Source: an optimization exercise on an open RTL-to-GDS flow (aim: small area and a short achievable clock period). Production flows keep margins and buffers that such runs may drop. Function was checked by simulation only, so behaviour that the tests miss may differ from the original. Power figures rest on the tool's default switching activity, not on a simulated workload.

==> design/flow/design.v <==
`default_nettype none
package branch_pkg;
    typedef logic [31:0] word_t;
    typedef logic [29:0] pc_word_t;     
    typedef logic [5:0]  rob_id_t;
    typedef logic [5:0]  preg_t;        
    typedef logic [1:0]  bm_cntr_t;     
    typedef struct packed {
        word_t    operand_1;
        word_t    operand_2;
        word_t    offset;
        pc_word_t pc;
        logic     auipc;
        logic     lui;
        logic     jal;
        logic     jalr;
        logic [2:0] bnch_cond;          
        rob_id_t  rob_id;
        preg_t    dest;
    } branch_op_t;
    typedef struct packed {
        word_t    result;
        logic     wb_valid;
        preg_t    dest;
        rob_id_t  rob_id;
        logic     excp;                 
    } resolve_t;
    typedef struct packed {
        pc_word_t pc;
        word_t    tt;                   
        logic     taken;
        logic     jump;
        logic     upper;                
        logic     wb;                   
        rob_id_t  rob_id;
        preg_t    dest;
    } exec_op_t;
    typedef struct packed {
        logic     valid;
        pc_word_t vpc;
        pc_word_t target;               
        logic     jump;
        logic     way;                  
        bm_cntr_t cntr;                 
    } btb_update_t;
endpackage
`default_nettype wire
`timescale 1ns/10ps
`default_nettype none
module btb_table (
    input   wire logic                      cpu_clock_i,
    input   wire logic                      reset_i,
    input   wire logic [31:0]               lookup_set_i,    
    input   wire branch_pkg::pc_word_t      lookup_vpc_i,
    input   wire branch_pkg::word_t         lookup_tt_i,
    output  logic [1:0]                     rd_valid_o,
    output  logic [1:0]                     rd_jump_o,
    output  logic [3:0]                     rd_cntr_o,       
    output  logic [3:0]                     rd_tag_eq_o,     
    output  logic [3:0]                     rd_tgt_eq_o,
    input   wire branch_pkg::btb_update_t   upd_i,
    input   wire logic [4:0]                repl_idx_i,
    output  logic                           repl_o,
    output  logic                           busy_o
);
    localparam int SETS  = 32;
    localparam int TAG_W = 25;
    logic [TAG_W-1:0]      tag_q    [SETS][2];
    branch_pkg::pc_word_t  target_q [SETS][2];
    logic                  t_q      [SETS][2];
    logic [1:0]            c_q      [SETS][2];
    logic                  repl_q   [SETS];
    logic [4:0]       wr_idx;
    logic [TAG_W-1:0] wr_tag;
    logic             wr_way;
    assign busy_o = upd_i.valid;
    for (genvar w = 0; w < 2; w++) begin : g_rd
        logic [TAG_W-1:0]     r_tag;
        branch_pkg::pc_word_t r_target;
        logic                 r_t;
        logic [1:0]           r_c;
        always_comb begin
            r_tag    = '0;
            r_target = '0;
            r_t      = 1'b0;
            r_c      = '0;
            for (int s = 0; s < SETS; s++) begin
                r_tag    = r_tag    | ({TAG_W{lookup_set_i[s]}} & tag_q[s][w]);
                r_target = r_target | ({30{lookup_set_i[s]}} & target_q[s][w]);
                r_t      = r_t      | (lookup_set_i[s] & t_q[s][w]);
                r_c      = r_c      | ({2{lookup_set_i[s]}} & c_q[s][w]);
            end
        end
        assign rd_valid_o[w]       = !r_t || r_c[0];
        assign rd_jump_o[w]        = r_t;
        assign rd_cntr_o[2*w +: 2] = r_c;
        assign rd_tag_eq_o[2*w]    = (r_tag[12:0] == lookup_vpc_i[17:5]);
        assign rd_tag_eq_o[2*w+1]  = (r_tag[24:13] == lookup_vpc_i[29:18]);
        assign rd_tgt_eq_o[2*w]    = (r_target[14:0] == lookup_tt_i[16:2]);
        assign rd_tgt_eq_o[2*w+1]  = (r_target[29:15] == lookup_tt_i[31:17]);
    end
    always_comb begin
        repl_o = 1'b0;
        for (int s = 0; s < SETS; s++) begin
            repl_o = repl_o | ((repl_idx_i == 5'(s)) & repl_q[s]);
        end
    end
    assign wr_idx = upd_i.vpc[4:0];
    assign wr_tag = upd_i.vpc[29:5];
    assign wr_way = upd_i.way;
    for (genvar s = 0; s < SETS; s++) begin : g_set
        logic set_we;
        assign set_we = upd_i.valid && (wr_idx == 5'(s));
        for (genvar w = 0; w < 2; w++) begin : g_way
            logic we;
            logic st_en;
            assign we    = set_we && (wr_way == w[0]);
            assign st_en = we || reset_i;
            always_ff @(posedge cpu_clock_i) begin
                if (we) begin
                    tag_q[s][w]    <= wr_tag;
                    target_q[s][w] <= upd_i.target;
                    c_q[s][w][1]   <= upd_i.cntr[1];
                end
                if (st_en) begin
                    t_q[s][w]      <= reset_i || upd_i.jump;
                    c_q[s][w][0]   <= !reset_i && upd_i.cntr[0];
                end
            end
        end
        always_ff @(posedge cpu_clock_i) begin
            if (set_we || reset_i) begin
                repl_q[s] <= !reset_i && !wr_way;
            end
        end
    end
endmodule
`default_nettype wire
`timescale 1ns/10ps
`default_nettype none
module branch_dispatch (
    input   wire logic                      cpu_clock_i,
    input   wire logic                      reset_i,
    input   wire logic                      flush_i,
    input   wire branch_pkg::branch_op_t    op_i,
    input   wire logic                      op_valid_i,
    output  logic                           op_ready_o,
    input   wire logic                      btb_busy_i,
    output  branch_pkg::exec_op_t           lkp_op_o,
    output  logic [31:0]                    lkp_set_o,      
    output  logic                           issue_valid_o
);
    branch_pkg::exec_op_t ex;
    branch_pkg::word_t    base;
    logic                 eq;
    logic                 gt_low;
    logic                 gt;
    logic                 lt;
    logic                 cond_true;
    logic                 lkp_valid_q;
    logic                 hold_valid_q;
    logic                 accept;
    logic                 read_fire;
    assign op_ready_o = !btb_busy_i;
    assign accept     = op_valid_i && !btb_busy_i;
    assign read_fire  = lkp_valid_q && !btb_busy_i;
    assign eq     = op_i.operand_1 == op_i.operand_2;
    assign gt_low = op_i.operand_1[30:0] > op_i.operand_2[30:0];
    always_comb begin
        if (op_i.operand_1[31] == op_i.operand_2[31]) begin
            gt = gt_low;
        end else begin
            gt = op_i.bnch_cond[1] ? op_i.operand_1[31] : op_i.operand_2[31];
        end
    end
    assign lt = !(gt || eq);
    always_comb begin
        case ({op_i.bnch_cond[2], op_i.bnch_cond[0]})
            2'b00:   cond_true = eq;
            2'b01:   cond_true = !eq;
            2'b10:   cond_true = lt;
            default: cond_true = !lt;
        endcase
    end
    always_comb begin
        if (op_i.lui) begin
            base = '0;
        end else if (op_i.jalr && !op_i.auipc) begin
            base = op_i.operand_1;
        end else begin
            base = {op_i.pc, 2'b00};
        end
    end
    assign ex.pc     = op_i.pc;
    assign ex.tt     = base + op_i.offset;
    assign ex.jump   = op_i.jal || op_i.jalr;
    assign ex.upper  = op_i.lui || op_i.auipc;
    assign ex.taken  = ex.jump || (cond_true && !ex.upper);
    assign ex.wb     = (ex.upper || ex.jump) && (op_i.dest != '0);
    assign ex.rob_id = op_i.rob_id;
    assign ex.dest   = op_i.dest;
    always_ff @(posedge cpu_clock_i) begin
        if (reset_i || flush_i) begin
            lkp_valid_q  <= 1'b0;
            hold_valid_q <= 1'b0;
        end else begin
            if (accept) begin
                lkp_valid_q <= 1'b1;
            end else if (read_fire) begin
                lkp_valid_q <= 1'b0;
            end
            hold_valid_q <= read_fire;
        end
    end
    always_ff @(posedge cpu_clock_i) begin
        if (!btb_busy_i) begin
            lkp_op_o  <= ex;
            lkp_set_o <= 32'd1 << op_i.pc[4:0];
        end
    end
    assign issue_valid_o = hold_valid_q;
endmodule
`default_nettype wire
`timescale 1ns/10ps
`default_nettype none
module branch_unit (
    input   wire logic                      cpu_clock_i,
    input   wire logic                      reset_i,
    input   wire logic                      flush_i,
    input   wire branch_pkg::exec_op_t      lkp_op_i,
    input   wire logic [1:0]                rd_valid_i,
    input   wire logic [1:0]                rd_jump_i,
    input   wire logic [3:0]                rd_cntr_i,
    input   wire logic [3:0]                rd_tag_eq_i,
    input   wire logic [3:0]                rd_tgt_eq_i,
    input   wire logic                      valid_i,
    output  logic [4:0]                     repl_idx_o,
    input   wire logic                      repl_i,
    output  branch_pkg::resolve_t           res_o,
    output  logic                           res_valid_o,
    output  logic                           ready_o,
    output  branch_pkg::btb_update_t        upd_o
);
    branch_pkg::exec_op_t hold_q;
    logic [1:0]           hold_valid_q;
    logic [1:0]           hold_jump_q;
    logic [3:0]           hold_cntr_q;
    logic [3:0]           hold_tag_eq_q;
    logic [3:0]           hold_tgt_eq_q;
    logic [1:0]           hold_match;
    branch_pkg::word_t    res_result_q;
    logic                 res_wb_q;
    branch_pkg::preg_t    res_dest_q;
    branch_pkg::rob_id_t  res_rob_id_q;
    logic                 res_excp_q;
    branch_pkg::pc_word_t upd_vpc_q;
    branch_pkg::pc_word_t upd_target_q;
    logic                 upd_jump_q;
    logic                 upd_valid_q;
    logic [1:0]           upd_cntr_q;
    logic                 upd_way_q;
    logic [1:0] ok;
    logic       excp;
    logic [1:0] cntr;
    logic       fire;
    logic       same_set;
    logic       same_pc;
    logic [1:0] match_now;
    logic       hit_now;
    logic       repl_now;
    logic       way_next;
    logic [1:0] cntr_next;
    always_ff @(posedge cpu_clock_i) begin
        hold_q        <= lkp_op_i;
        hold_valid_q  <= rd_valid_i;
        hold_jump_q   <= rd_jump_i;
        hold_cntr_q   <= rd_cntr_i;
        hold_tag_eq_q <= rd_tag_eq_i;
        hold_tgt_eq_q <= rd_tgt_eq_i;
    end
    for (genvar w = 0; w < 2; w++) begin : g_ok
        assign hold_match[w] = hold_valid_q[w] && (&hold_tag_eq_q[2*w +: 2]);
        assign ok[w] = (hold_jump_q[w] == hold_q.jump)
                    && (!hold_q.taken || ((&hold_tgt_eq_q[2*w +: 2]) && (hold_q.tt[1:0] == 2'b00)))
                    && (hold_q.jump || (hold_cntr_q[2*w+1] == hold_q.taken));
    end
    always_comb begin
        if (hold_match[1]) begin
            excp = !ok[1];
            cntr = hold_cntr_q[3:2];
        end else if (hold_match[0]) begin
            excp = !ok[0];
            cntr = hold_cntr_q[1:0];
        end else begin
            excp = 1'b1;
            cntr = 2'b00;
        end
    end
    assign same_set = upd_valid_q && (upd_vpc_q[4:0] == hold_q.pc[4:0]);
    assign same_pc  = upd_vpc_q[29:5] == hold_q.pc[29:5];
    for (genvar w = 0; w < 2; w++) begin : g_m
        assign match_now[w] = (same_set && (upd_way_q == w[0])) ? same_pc : hold_match[w];
    end
    assign repl_idx_o = hold_q.pc[4:0];
    assign repl_now   = same_set ? !upd_way_q : repl_i;
    assign hit_now  = |match_now;
    assign way_next = match_now[1] || (!match_now[0] && repl_now);
    always_comb begin
        if (hold_q.jump) begin
            cntr_next = 2'b11;
        end else if (!hit_now) begin
            cntr_next = hold_q.taken ? 2'b10 : 2'b01;
        end else if (hold_q.taken) begin
            cntr_next = (cntr == 2'b11) ? 2'b11 : cntr + 2'b01;
        end else begin
            cntr_next = (cntr == 2'b00) ? 2'b00 : cntr - 2'b01;
        end
    end
    assign fire = valid_i && !flush_i;
    always_ff @(posedge cpu_clock_i) begin
        if (reset_i) begin
            res_valid_o <= 1'b0;
            upd_valid_q <= 1'b0;
            ready_o     <= 1'b1;
        end else begin
            res_valid_o <= fire;
            upd_valid_q <= fire && !hold_q.upper;
            ready_o     <= !(fire && !hold_q.upper);
        end
    end
    always_ff @(posedge cpu_clock_i) begin
        res_result_q <= hold_q.upper ? hold_q.tt : {hold_q.pc + 30'd1, 2'b00};
        res_wb_q     <= hold_q.wb;
        res_dest_q   <= hold_q.dest;
        res_rob_id_q <= hold_q.rob_id;
        res_excp_q   <= excp && !hold_q.upper;
        upd_vpc_q    <= hold_q.pc;
        upd_target_q <= hold_q.tt[31:2];
        upd_jump_q   <= hold_q.jump;
        upd_way_q    <= way_next;
        upd_cntr_q   <= cntr_next;
    end
    assign res_o.result   = res_result_q;
    assign res_o.wb_valid = res_wb_q;
    assign res_o.dest     = res_dest_q;
    assign res_o.rob_id   = res_rob_id_q;
    assign res_o.excp     = res_excp_q;
    assign upd_o.valid    = upd_valid_q;
    assign upd_o.vpc      = upd_vpc_q;
    assign upd_o.target   = upd_target_q;
    assign upd_o.jump     = upd_jump_q;
    assign upd_o.way      = upd_way_q;
    assign upd_o.cntr     = upd_cntr_q;
endmodule
`default_nettype wire
`timescale 1ns/10ps
`default_nettype none
module branch_cluster #(
    parameter int BTB_SETS = 32     
) (
    input   wire logic                      cpu_clock_i,
    input   wire logic                      reset_i,
    input   wire logic                      flush_i,
    input   wire branch_pkg::branch_op_t    op_i,
    input   wire logic                      op_valid_i,
    output  logic                           op_ready_o,
    output  branch_pkg::resolve_t           res_o,
    output  logic                           res_valid_o
);
    branch_pkg::exec_op_t      lkp_op;
    logic [31:0]               lkp_set;
    logic [1:0]                rd_valid;
    logic [1:0]                rd_jump;
    logic [3:0]                rd_cntr;
    logic [3:0]                rd_tag_eq;
    logic [3:0]                rd_tgt_eq;
    logic                      issue_valid;
    branch_pkg::btb_update_t   upd;
    logic [4:0]                repl_idx;
    logic                      repl;
    logic                      btb_busy;
    branch_dispatch u_dispatch (
        .cpu_clock_i   (cpu_clock_i),
        .reset_i       (reset_i),
        .flush_i       (flush_i),
        .op_i          (op_i),
        .op_valid_i    (op_valid_i),
        .op_ready_o    (),
        .btb_busy_i    (btb_busy),
        .lkp_op_o      (lkp_op),
        .lkp_set_o     (lkp_set),
        .issue_valid_o (issue_valid)
    );
    btb_table u_btb (
        .cpu_clock_i  (cpu_clock_i),
        .reset_i      (reset_i),
        .lookup_set_i (lkp_set),
        .lookup_vpc_i (lkp_op.pc),
        .lookup_tt_i  (lkp_op.tt),
        .rd_valid_o   (rd_valid),
        .rd_jump_o    (rd_jump),
        .rd_cntr_o    (rd_cntr),
        .rd_tag_eq_o  (rd_tag_eq),
        .rd_tgt_eq_o  (rd_tgt_eq),
        .upd_i        (upd),
        .repl_idx_i   (repl_idx),
        .repl_o       (repl),
        .busy_o       (btb_busy)
    );
    branch_unit u_branch (
        .cpu_clock_i (cpu_clock_i),
        .reset_i     (reset_i),
        .flush_i     (flush_i),
        .lkp_op_i    (lkp_op),
        .rd_valid_i  (rd_valid),
        .rd_jump_i   (rd_jump),
        .rd_cntr_i   (rd_cntr),
        .rd_tag_eq_i (rd_tag_eq),
        .rd_tgt_eq_i (rd_tgt_eq),
        .valid_i     (issue_valid),
        .repl_idx_o  (repl_idx),
        .repl_i      (repl),
        .res_o       (res_o),
        .res_valid_o (res_valid_o),
        .ready_o     (op_ready_o),
        .upd_o       (upd)
    );
endmodule
`default_nettype wire
`timescale 1ns/10ps
`default_nettype none
module branch_cluster_top (
    input   wire logic                      cpu_clock_i,
    input   wire logic                      reset_i,
    input   wire logic                      flush_i,
    input   wire logic [144:0]              op_i,
    input   wire logic                      op_valid_i,
    output  logic                           op_ready_o,
    output  logic [45:0]                    res_o,
    output  logic                           res_valid_o
);
    branch_pkg::resolve_t res;
    branch_cluster #(
        .BTB_SETS (32)
    ) u_cluster (
        .cpu_clock_i (cpu_clock_i),
        .reset_i     (reset_i),
        .flush_i     (flush_i),
        .op_i        (branch_pkg::branch_op_t'(op_i)),
        .op_valid_i  (op_valid_i),
        .op_ready_o  (op_ready_o),
        .res_o       (res),
        .res_valid_o (res_valid_o)
    );
    assign res_o = res;
endmodule
`default_nettype wire
==> design/flow/run.sh <==
#!/bin/bash
# synth_recipe.tcl (not shown) runs the flow's synth.tcl, then flattens the netlist and writes it again
# the make line also repeats each setting of config.mk as NAME=value (left out here)
make -C /OpenROAD-flow-scripts/flow DESIGN_CONFIG=/design/flow/config.mk WORK_HOME=/design/flow/orfs CLKGATE_MAP_FILE= SYNTH_SCRIPT=/design/flow/synth_recipe.tcl finish
==> design/flow/config.mk <==
export PLATFORM = sky130hd
export DESIGN_NAME = branch_cluster_top
export DESIGN_NICKNAME = branch_cluster_top
export VERILOG_FILES = /design/flow/design.v
export SDC_FILE = /design/flow/constraint.sdc
export NUM_CORES = 4
export LEC_CHECK = 0
export CAP_MARGIN = 20
export CORE_MARGIN = 2
export CORE_UTILIZATION = 50
export SETUP_SLACK_MARGIN = 3.5
export SLEW_MARGIN = 20
==> design/flow/constraint.sdc <==
create_clock -name core_clock -period 6.5 [get_ports {cpu_clock_i}]
set_input_delay 1.3000 -clock core_clock [delete_from_list [all_inputs] [get_ports {cpu_clock_i}]]
set_output_delay 1.3000 -clock core_clock [all_outputs]
set_load 0.01 [all_outputs]
==> run summary <==
-- power breakdown --
part | leakage [uW] | internal, uW | switching (uW)
clock network | 0.00645 | 13400 | 10100
logic | 0.0119 | 802 | 1520
registers | 0.0367 | 29600 | 1210
-- cell families after synthesis --
| family | Yosys count | synth area share |
|---|---|---|
| DFF | 4063 | 0.818 |
| AOI/OAI and AO/OA | 2058 | 0.111 |
| and+or+nand+nor | 1038 | 0.0385 |
| buffers and inverters | 526 | 0.0142 |
| xor gates and xnor gates | 197 | 0.0118 |
| adders and majority gates | 69 | 0.00594 |
| muxes | 9 | 0.000648 |
-- worst max-delay path, delay by kind of cell, from the launching register on --
kind	cells	cell delay (ps)
buffers and inverters	2	1080
flip-flops	1	740
AND/OR/NAND/NOR	1	780
-- cell type report --
| cell class | instances | area share |
|---|---|---|
| antenna | 29 | 0.000422 |
| clock buffer | 536 | 0.0640 |
| clock inverter | 205 | 0.0127 |
| inverter | 54 | 0.00120 |
| multi-input combinational | 3392 | 0.154 |
| sequential | 4063 | 0.697 |
| tap | 3900 | 0.0283 |
| timing repair buffer | 658 | 0.0420 |
-- sequential cells by signal, summed over array words and instances, names as in the netlist, 4 cells and up --
register	count
u_cluster.u_branch.hold_tag_eq_q	4
u_cluster.u_branch.res_rob_id_q	6
u_cluster.u_btb.c_q	128
u_cluster.u_btb.target_q	1920
u_cluster.u_btb.t_q	64
u_cluster.u_dispatch.lkp_op_o	78
u_cluster.u_branch.res_dest_q	6
u_cluster.u_branch.hold_q	78
u_cluster.u_btb.tag_q	1600
u_cluster.u_dispatch.lkp_set_o	32
u_cluster.u_branch.upd_vpc_q	30
u_cluster.u_branch.upd_target_q	30
u_cluster.u_branch.res_result_q	32
u_cluster.u_btb.repl_q	32
u_cluster.u_branch.hold_cntr_q	4
u_cluster.u_branch.hold_tgt_eq_q	4
-- layer usage --
metal | global-route usage | up-vias
met5 | 0 | -
met4 | 0.203 | 14
met3 | 0.0797 | 1749
met2 | 0.564 | 9127
met1 | 0.507 | 48300
li1 | - | 34700
-- metrics by stage --
step                      utilization  worst slack (ps)  power [uW]  hold WS (ps)  cell area, um2
after global routing            0.591              3270       57600           332          172000
after CTS                       0.585              3260       56300           327          170000
after detailed placement        0.533              1470       33300           312          155000
after floorplan                     -              2540       31700           310          147000
final                           0.591              3320       56600           325          172000
after global placement          0.533              1470       33200           310          155000
-- synthesized netlist by cell type (all sizes together) (6+ instances only) --
| library cell | count | share of area |
|---|---|---|
| edfxtp | 3854 | 0.79 |
| a22oi | 954 | 0.049 |
| a221oi | 458 | 0.027 |
| a22o | 458 | 0.027 |
| nand4 | 381 | 0.016 |
| clkbuf | 255 | 0.0065 |
| buf | 217 | 0.0063 |
| dfxtp | 209 | 0.029 |
| nand2 | 162 | 0.0041 |
| xor2 | 136 | 0.0081 |
| nor3 | 129 | 0.0044 |
| nor2 | 112 | 0.0029 |
| ha | 68 | 0.0058 |
| a21oi | 66 | 0.0023 |
| xnor2 | 61 | 0.0036 |
| inv | 54 | 0.0014 |
| o21ai | 51 | 0.0017 |
| and3 | 45 | 0.0020 |
| nand2b | 44 | 0.0019 |
| nor2b | 44 | 0.0019 |
| nand3 | 42 | 0.0014 |
| or2 | 35 | 0.0015 |
| a21o | 24 | 0.0012 |
| nor4 | 12 | 0.00051 |
| o21a | 9 | 0.00046 |
| and2 | 8 | 0.00034 |
| or4 | 8 | 0.00041 |
| a211oi | 6 | 0.00031 |
| nand3b | 6 | 0.00031 |
-- how the worst min path moves through the flow --
stage / from / to / slack (ps) / cells after the start
floorplan: u_cluster.u_branch.hold_q[0] / u_cluster.u_branch.res_dest_q[0] / 310 / 0
global placement: u_cluster.u_branch.hold_q[7] / u_cluster.u_branch.res_rob_id_q[1] / 310 / 0
detailed placement: u_cluster.u_branch.hold_q[12] / u_cluster.u_branch.res_wb_q / 310 / 0
CTS: u_cluster.u_branch.hold_q[12] / u_cluster.u_branch.res_wb_q / 330 / 0
global route: u_cluster.u_branch.hold_q[12] / u_cluster.u_branch.res_wb_q / 330 / 0
finish: u_cluster.u_branch.hold_q[5] / u_cluster.u_branch.res_dest_q[5] / 330 / 0
-- repair_timing --
action	4_1_cts	5_1_grt
resized for setup	301	169
hold buffers	0	0
setup buffers	95	54
endpoints found under the setup margin	1033	595
pin swaps	75	85
gates cloned	13	26
==> impl_metrics.json <==
{
  "cts-root-buf": "clkbuf_16",
  "wirelength_met1_um": 200000,
  "cts_sinks": 4063,
  "dr_wl_met3_um": 86500,
  "cpPeakStageDelay_ps": 780,
  "cts_htree_levels": 5,
  "final_common_cell": "edfxtp_1",
  "die_area_um2": 298000,
  "syn_avg_cell_area_um2": 18.4,
  "rsz0062_at_grt": "yes",
  "ys.warnings.count": 8,
  "powerDensity_nw_per_um2": 329,
  "reg2reg_from": "u_cluster.u_branch.upd_way_q",
  "r2r-end": "u_cluster.u_btb.target_q[25][25]",
  "std_cell_rows": 198,
  "io_buffers": 196,
  "layout_min_cycle_time_ps": 3180,
  "synth-async-reset-ratio": 0,
  "dpl.hpwl_um": 291000,
  "area_growth_pct": 17.4,
  "hold_viol": 0,
  "slew_viol_final": 0,
  "grt_pass1_vias": 86600,
  "drv_cap": 0,
  "tightestPinTransition_ps": 1140,
  "multi_input_area_um2": 26500,
  "clk_path_buf_depth": 4,
  "fin_setup_tns_ps": 0,
  "antenna_found_initial": 38,
  "cts_buffers": 406,
  "drc": 0,
  "peakVddDrop_uv": 258,
  "slew_headroom": 0.237,
  "startpoint": "u_cluster.u_branch.upd_way_q",
  "p_leak_uw": 0.0550,
  "viasPerCell": 7.31,
  "start_util": 0.503,
  "routed.top_layer": "met5",
  "wirelength_um": 585000,
  "cts_tree": "yes",
  "yosysSeqAreaShare": 0.818,
  "die_x_um": 546,
  "synth.distinct_cells": 60,
  "die_y_um": 546,
  "cpMaxStageDelayCell": "and3_4",
  "grt_max_degree": 70,
  "synth_area_um2": 147000,
  "synth_nets": 8178,
  "clk_pin_slew_ps": 60,
  "grt-ovfl-total": 0,
  "nNetsFinal": 8793,
  "place_inst": 11900,
  "status": "complete, no violations",
  "routedWlPerCell_um": 45.6,
  "seqCellArea_um2": 120000,
  "ff2ff_path_depth": 3,
  "detail_route.first_pass.iterations": 9,
  "gp_congestion": 0.927,
  "endpoint": "u_cluster.u_btb.target_q[25][25]",
  "skew_ps": 57.8,
  "met2_length_um": 257000,
  "hold_path_class": "reg2reg",
  "io_pins": 197,
  "dr_total_vias": 93800,
  "ant_nets": 0,
  "regToRegSetupSlack_ps": 3320,
  "synth_ff_type": "edfxtp_1",
  "grt_use_total": 0.372,
  "synth_cells": 7960,
  "period_share": 0.489,
  "setup-violations-final": 0,
  "core_area_um2": 291000,
  "final_cell_count_no_fill": 12800,
  "synth_seq_cells": 4063,
  "worstSetupPathType": "reg2reg",
  "n_fill_cell": 21400,
  "drtIter0Drc": 20400,
  "crit_required_ps": 7070,
  "worstSkewPairLatency_ps": 1000,
  "arrival_ps": 3750,
  "worst_setup_path_start_kind": "flip-flop",
  "synth_edf_count": 3854,
  "drive_gt1_frac": 0.157,
  "final_cell_mix": "edfxtp_1, a22oi_1, a22o_1, a221oi_1, clkbuf_16",
  "worst_setup_path_end_kind": "flip-flop",
  "critPathMaxFanout": 48,
  "fmax_mhz": 315,
  "grt_first_pass_wirelength_um": 754000,
  "path_cells": "buf_6 > and3_4 > buf_4"
}

==> static timing again, ports no longer ideal <==
In the flow no input, the clock included, has a driving cell. The finished layout below was timed again as built, in two steps.
Step 1 (the two cells are an assumption about what drives the block):
set clk [get_ports {cpu_clock_i}]
set_driving_cell -lib_cell sky130_fd_sc_hd__clkbuf_16 $clk
set_driving_cell -lib_cell sky130_fd_sc_hd__buf_2 [delete_from_list [all_inputs] $clk]
Step 2 adds t to the input delays and takes it off the output delays; t is the mean of the earliest and latest rising clock arrival at the registers after step 1. Input paths then give back, and output paths get back, about the clock's delay inside the block.
a / b / c = ideal / step 1 / step 2; a / b = the first two.
shift t [ns]: 1.084
slack for setup (ns): 3.323 / 3.323 / 2.354
worst setup path at the end: input to register
worst register clock-pin slew, ns: 0.07 / 0.07
After both steps setup and hold are still met in this run. For this run, drivers alone change the setup slack by 0.000 ns; drivers and shift together by -0.969 ns.
